From an optimization exercise on the open Yosys and OpenROAD flow, aimed at small area, a short achievable clock period and few clock cycles per item; shortcuts taken in it are not production practice. In this exercise RTL edits were held to simulation tests only and were not proved equivalent to the original. No activity file was given, so power comes from the tool's default toggle rates.

Setup of main:
==> flow/design.v <==
`timescale 1ns/1ps
module huff_enc_top (
    input  logic        clk,
    input  logic        n_rst,
    input  logic        i_tbl_we,
    input  logic [7:0]  i_tbl_addr,
    input  logic [15:0] i_tbl_code,
    input  logic [4:0]  i_tbl_len,
    input  logic        i_start,
    input  logic        i_wait,
    input  logic [1:0]  i_comp,
    input  logic [31:0] i_data,
    output logic        o_valid,
    output logic [7:0]  o_data,
    output logic        o_done
);
    logic [16:0] dc_tab  [0:8];
    logic [16:0] ac_tab  [0:23];    
    logic [16:0] eob_tab;
    logic [16:0] wval;
    always_comb begin
        for (int i = 0; i < 17; i++) begin
            wval[i] = ((i_tbl_len == 5'(i)) ||
                       ((i < 16) && (i_tbl_len > 5'(i)) && i_tbl_code[i % 16]));
        end
    end
    always_ff @(posedge clk) begin
        if (n_rst && i_tbl_we) begin
            for (int c = 0; c < 9; c++)
                if (i_tbl_addr == 8'(c)) dc_tab[c] <= wval;
            for (int r = 0; r < 3; r++)
                for (int s = 1; s <= 8; s++)
                    if (i_tbl_addr == 8'(8'h40 | (r << 4) | s)) ac_tab[8*r + s - 1] <= wval;
            if (i_tbl_addr == 8'h80) eob_tab <= wval;
        end
    end
    logic               busy;
    logic               start;
    logic [7:0]         pred [0:2];
    logic [7:0]         psel;
    logic [8:0]         dsel;
    logic [7:0]         damp;
    logic [8:0]         achi  [1:3];
    logic [8:1]         acsz  [1:3];
    logic [7:0]         acamp [1:3];
    logic [3:1]         nz;
    assign start = i_start && !busy && !i_wait;
    always_comb begin
        case (i_comp)
            2'd0:    psel = pred[0];
            2'd1:    psel = pred[1];
            2'd2:    psel = pred[2];
            default: psel = '0;
        endcase
        for (int k = 1; k < 4; k++) begin
            achi[k][8] = 1'b0;
            for (int b = 7; b >= 0; b--)
                achi[k][b] = |((i_data[8*k +: 8] ^ {8{i_data[8*k + 7]}}) & (8'hff << b)) |
                             (i_data[8*k + 7] && ((i_data[8*k +: 8] & ((8'd1 << b) - 8'd1)) == 8'd0));
            nz[k] = achi[k][0];
            for (int sz = 1; sz < 9; sz++) acsz[k][sz] = achi[k][sz-1] & !achi[k][sz];
            for (int b = 0; b < 8; b++)
                acamp[k][b] = (i_data[8*k + b] ^ (i_data[8*k + 7] &&
                               ((i_data[8*k +: 8] & ((8'd1 << b) - 8'd1)) == 8'd0))) & achi[k][b];
        end
    end
    huff_dc_cat u_dc (
        .i_v    (i_data[7:0]),
        .i_p    (psel),
        .o_sel  (dsel),
        .o_amp  (damp)
    );
    always_ff @(posedge clk) begin
        if (!n_rst) begin
            pred[0] <= '0;
            pred[1] <= '0;
            pred[2] <= '0;
        end else if (start) begin
            if (i_comp == 2'd0) pred[0] <= i_data[7:0];
            if (i_comp == 2'd1) pred[1] <= i_data[7:0];
            if (i_comp == 2'd2) pred[2] <= i_data[7:0];
        end
    end
    logic [24:0] fs_dc;
    always_comb begin
        fs_dc = 25'(damp);
        for (int c = 0; c < 9; c++)
            if (dsel[c]) fs_dc = fs_dc | (25'(dc_tab[c]) << c);
    end
    logic [2:0]  rem;           
    logic [2:0]  rem_next;
    logic        nxt2, nxt3, nxte;
    logic [23:0] asel;          
    logic        esel;
    logic [7:0]  s_amp;
    logic [24:0] fs_ac;
    always_comb begin
        nxt2 = rem[0];
        nxt3 = !rem[0] && rem[1];
        nxte = !rem[0] && !rem[1] && rem[2];
        for (int sz = 1; sz < 9; sz++) begin
            if (!busy) begin
                asel[sz - 1]      = acsz[1][sz];
                asel[8 + sz - 1]  = !nz[1] && acsz[2][sz];
                asel[16 + sz - 1] = !nz[1] && !nz[2] && acsz[3][sz];
            end else begin
                asel[sz - 1]      = (nxt2 && acsz[2][sz]) || (nxt3 && nz[2] && acsz[3][sz]);
                asel[8 + sz - 1]  = nxt3 && !nz[2] && acsz[3][sz];
                asel[16 + sz - 1] = 1'b0;
            end
        end
        if (!busy) begin
            esel     = !nz[1] && !nz[2] && !nz[3];
            s_amp    = acamp[1] | (nz[1] ? 8'h00 : (acamp[2] | (nz[2] ? 8'h00 : acamp[3])));
            if (nz[1])      rem_next = {!nz[3], nz[3], nz[2]};
            else if (nz[2]) rem_next = {!nz[3], nz[3], 1'b0};
            else            rem_next = 3'b000;
        end else begin
            esel     = nxte;
            s_amp    = (nxt2 ? acamp[2] : 8'h00) | (nxt3 ? acamp[3] : 8'h00);
            rem_next = nxt2 ? {rem[2:1], 1'b0} : 3'b000;
            if (nxt3) rem_next = {rem[2], 2'b00};
        end
        fs_ac = 25'(s_amp);
        for (int e = 0; e < 24; e++)
            if (asel[e]) fs_ac = fs_ac | (25'(ac_tab[e]) << (e % 8 + 1));
        if (esel) fs_ac = fs_ac | 25'(eob_tab);
    end
    logic [24:0] a_q, p_q;
    logic [25:0] ga, gp;
    logic [24:0] oha, ohp;
    logic [7:0]  galo;
    logic [2:0]  nalo;
    logic [4:0]  np;
    logic [7:0]  a_l8, p_l8, amask, pmask;
    logic [8:0]  pbeyond_v;
    logic [7:0]  p_sh, pm_sh;
    logic        pbeyond;
    logic        ge8, more, pempty;
    logic [31:0] w, x;
    logic [32:0] gx;
    logic [31:0] ohx;
    logic [24:0] x_drop, a_d;
    logic        emit, fin, emit_y;
    logic [7:0]  validm;
    always_comb begin
        ga[25] = 1'b0;
        gp[25] = 1'b0;
        for (int i = 24; i >= 0; i--) begin
            ga[i] = |(a_q & (25'h1ffffff << i));
            gp[i] = |(p_q & (25'h1ffffff << i));
        end
        for (int i = 0; i < 25; i++) begin
            oha[i] = a_q[i] & !ga[i+1];
            ohp[i] = p_q[i] & !gp[i+1];
        end
        a_l8 = '0;
        p_l8 = '0;
        for (int k = 0; k < 8; k++)
            for (int j = 1; j < 25; j++)
                if (j - 8 + k >= 0) begin
                    a_l8[k] = a_l8[k] | (oha[j] & a_q[(j - 8 + k) % 25]);
                    p_l8[k] = p_l8[k] | (ohp[j] & p_q[(j - 8 + k) % 25]);
                end
        for (int k = 0; k < 8; k++) begin
            amask[k] = ga[8 - k];
            pmask[k] = gp[8 - k];
        end
        pbeyond_v = gp[9:1];
        galo[7] = a_q[7];
        for (int i = 6; i >= 0; i--) galo[i] = |(a_q[7:0] & (8'hff << i));
        nalo = '0;
        for (int i = 0; i < 8; i++)
            if (galo[i] && !((i < 7) ? galo[(i + 1) % 8] : 1'b0)) nalo = nalo | 3'(i);
        np = '0;
        for (int i = 0; i < 25; i++)
            if (ohp[i]) np = np | 5'(i);
        p_sh    = p_l8 >> nalo;
        pm_sh   = pmask >> nalo;
        pbeyond = pbeyond_v[8 - nalo];
        ge8    = ga[8];
        more   = (rem != 3'b000);
        pempty = !gp[1];
        validm = amask | pm_sh;
        emit_y = validm[0];
        if (ge8) begin
            emit = 1'b1;
            fin  = !ga[9] && pempty && !more;
        end else begin
            emit = emit_y || !more;
            fin  = !more && !pbeyond;
        end
        w = (32'(a_q[7:0]) << np) | 32'(p_q & ~ohp);
        x = ge8 ? 32'(a_q) : w;
        gx[32] = 1'b0;
        for (int i = 31; i >= 0; i--) gx[i] = |(x & (32'hffffffff << i));
        for (int i = 0; i < 32; i++) ohx[i] = x[i] & !gx[i+1];
        for (int j = 0; j < 25; j++)
            x_drop[j] = (x[j] & ((j + 9 < 33) ? gx[(j + 9) % 33] : 1'b0)) |
                        ((j + 8 < 32) ? ohx[(j + 8) % 32] : 1'b0);
        a_d = (ge8 || emit_y) ? x_drop : x[24:0];
    end
    huff_out_gate u_gate (
        .i_busy  (busy),
        .i_wait  (i_wait),
        .i_emit  (emit),
        .i_fin   (fin),
        .o_valid (o_valid),
        .o_done  (o_done)
    );
    assign o_data  = ge8 ? a_l8 : ((a_l8 | p_sh) | (more ? 8'h00 : ~validm));
    always_ff @(posedge clk) begin
        if (!n_rst) begin
            busy <= 1'b0;
        end else if (start) begin
            busy <= 1'b1;
        end else if (busy && !i_wait && fin) begin
            busy <= 1'b0;
        end
    end
    always_ff @(posedge clk) begin
        if (start) begin
            a_q <= fs_dc;
            p_q <= fs_ac;
            rem <= rem_next;
        end else if (busy && !i_wait) begin
            a_q <= a_d;
            if (!ge8) begin
                p_q <= more ? fs_ac : 25'd1;
                rem <= rem_next;
            end
        end
    end
endmodule
module huff_out_gate (
    input  logic i_busy,
    input  logic i_wait,
    input  logic i_emit,
    input  logic i_fin,
    output logic o_valid,
    output logic o_done
);
    assign o_valid = i_busy && !i_wait && i_emit;
    assign o_done  = i_busy && !i_wait && i_fin;
endmodule
module huff_dc_cat (
    input  logic [7:0] i_v,
    input  logic [7:0] i_p,
    output logic [8:0] o_sel,
    output logic [7:0] o_amp
);
    logic [8:0] sum, sm1, u;
    logic [8:0] thm;
    always_comb begin
        sum = {i_v[7], i_v} - {i_p[7], i_p};
        sm1 = {i_v[7], i_v} + ~{i_p[7], i_p};
        u = sum[8] ? ~sm1 : sum;
        thm[8] = 1'b0;
        for (int b = 7; b >= 0; b--) thm[b] = |(u[7:0] & (8'hff << b));
        for (int b = 0; b < 8; b++) o_amp[b] = (sum[8] ? sm1[b] : sum[b]) & thm[b];
        o_sel[0] = !thm[0];
        for (int c = 1; c < 9; c++) o_sel[c] = thm[c-1] & !thm[c];
    end
endmodule
clock: 12.0 ns
lec_check: 0
abc_area: 1
cap_margin: 20
core_margin: 2
core_utilization: 55
cts_cluster_diameter: 300
cts_cluster_size: 22
slew_margin: 20
synth_hierarchical: 1
standard.sh (not shown) runs the stock make flow with config.mk's settings and CLKGATE_MAP_FILE= SYNTH_SCRIPT=/design/flow/synth_recipe.tcl, a recipe that flattens the netlist after the stock synthesis.
==> flow/flow/run.sh <==
#!/bin/bash
# Standard ORFS layout (the standard.sh) with stronger timing repair:
# a larger setup repair target, sizing not limited to same-footprint cells,
# and plain buffers on the ports instead of delay buffers.
set -euo pipefail
bash standard.sh finish \
  SETUP_SLACK_MARGIN=6.2 \
  MATCH_CELL_FOOTPRINT=0 \
  "BUFFER_PORTS_ARGS=-buffer_cell sky130_fd_sc_hd__buf_4" \
  > standard_flow.log 2>&1
Testbench counts of main, summed over its fixed seeds: cycles 9,294, blocks 2,400.
What the feature branch does differently from main at the input level:
--- a/flow/design.v
+++ b/flow/design.v
@@ -131,6 +131,7 @@
     logic [24:0] oha, ohp;
     logic [7:0]  galo;
     logic [2:0]  nalo;
+    logic [7:0]  ohalo;
     logic [4:0]  np;
     logic [7:0]  a_l8, p_l8, amask, pmask;
     logic [8:0]  pbeyond_v;
@@ -143,6 +144,32 @@
     logic [24:0] x_drop, a_d;
     logic        emit, fin, emit_y;
     logic [7:0]  validm;
+    function automatic logic [7:0] top8(input logic [24:0] x);
+        logic [25:16] gh;
+        logic [16:8]  gm;
+        logic [8:0]   gl;
+        logic [7:0]   eh, em, el;
+        gh[25] = 1'b0;
+        for (int i = 24; i >= 16; i--) gh[i] = |(x[24:16] & (9'h1ff << (i - 16)));
+        gm[16] = 1'b0;
+        for (int i = 15; i >= 8; i--) gm[i] = |(x[15:8] & (8'hff << (i - 8)));
+        gl[8] = 1'b0;
+        for (int i = 7; i >= 0; i--) gl[i] = |(x[7:0] & (8'hff << i));
+        eh = '0;
+        em = '0;
+        el = '0;
+        for (int k = 0; k < 8; k++) begin
+            for (int i = 16; i < 25; i++)
+                eh[k] = eh[k] | (x[i] & !gh[i+1] & x[i - 8 + k]);
+            for (int i = 8; i < 16; i++)
+                em[k] = em[k] | (x[i] & !gm[i+1] & x[i - 8 + k]);
+            for (int i = 1; i < 8; i++)
+                if (i - 8 + k >= 0) el[k] = el[k] | (x[i] & !gl[i+1] & x[(i - 8 + k) % 25]);
+        end
+        if (gh[16])      top8 = eh;
+        else if (gm[8])  top8 = em;
+        else             top8 = el;
+    endfunction
     always_comb begin
         ga[25] = 1'b0;
         gp[25] = 1'b0;
@@ -154,14 +181,8 @@
             oha[i] = a_q[i] & !ga[i+1];
             ohp[i] = p_q[i] & !gp[i+1];
         end
-        a_l8 = '0;
-        p_l8 = '0;
-        for (int k = 0; k < 8; k++)
-            for (int j = 1; j < 25; j++)
-                if (j - 8 + k >= 0) begin
-                    a_l8[k] = a_l8[k] | (oha[j] & a_q[(j - 8 + k) % 25]);
-                    p_l8[k] = p_l8[k] | (ohp[j] & p_q[(j - 8 + k) % 25]);
-                end
+        a_l8 = top8(a_q);
+        p_l8 = top8(p_q);
         for (int k = 0; k < 8; k++) begin
             amask[k] = ga[8 - k];
             pmask[k] = gp[8 - k];
@@ -175,9 +196,18 @@
         np = '0;
         for (int i = 0; i < 25; i++)
             if (ohp[i]) np = np | 5'(i);
-        p_sh    = p_l8 >> nalo;
-        pm_sh   = pmask >> nalo;
-        pbeyond = pbeyond_v[8 - nalo];
+        for (int i = 0; i < 8; i++)
+            ohalo[i] = a_q[i] & !((i < 7) ? galo[(i + 1) % 8] : 1'b0);
+        p_sh    = '0;
+        pm_sh   = '0;
+        pbeyond = 1'b0;
+        for (int i = 0; i < 8; i++) begin
+            for (int k = 0; k + i < 8; k++) begin
+                p_sh[k]  = p_sh[k]  | (ohalo[i] & p_l8[(k + i) % 8]);
+                pm_sh[k] = pm_sh[k] | (ohalo[i] & pmask[(k + i) % 8]);
+            end
+            pbeyond = pbeyond | (ohalo[i] & pbeyond_v[8 - i]);
+        end
         ge8    = ga[8];
         more   = (rem != 3'b000);
         pempty = !gp[1];
[summary]
The launching instance or port of the critical path comes out a_q[5]$_DFFE_PP_ in one run and p_q[22]$_DFFE_PP_ in the other, namely in the feature branch and main respectively.
Summary of the feature branch over main: total count of hold-check failures in the final report comparable; cell count now smaller; clock power comparable; design area now smaller; number of nets in the synthesized netlist now smaller.
The feature branch reports a higher non-clock buffer count than main does.
Testbench counts of the feature branch, summed over its fixed seeds: cycles 9,294, blocks 2,400.

## port drivers added, routing unchanged
No port has a modelled driver above. Below, the same layouts with a new extraction and two added sets of constraints. Step 1, drivers: a clkbuf_16 drives clk and a buf_2 each remaining input, both assumed. Step 2 times the ports against the registers' clock, not the clock port: input delays grow and output delays shrink by t, the midpoint of the rising clock arrivals with the driver on. Three values: no drivers, after step 1, after step 2; two values: the first two.
| run | t (ns) | setup WS [ns] | worst slew at a driven data input, ns |
|---|---|---|---|
| main | 0.658 | 6.183 / 6.119 / 5.561 | 0.18 |
| the feature branch | 0.637 | 6.235 / 6.171 / 5.743 | 0.15 |
After both steps setup and hold are still met in every run listed. For main, which loses most, drivers alone change the setup slack by -0.064 ns; drivers and shift together by -0.622 ns.
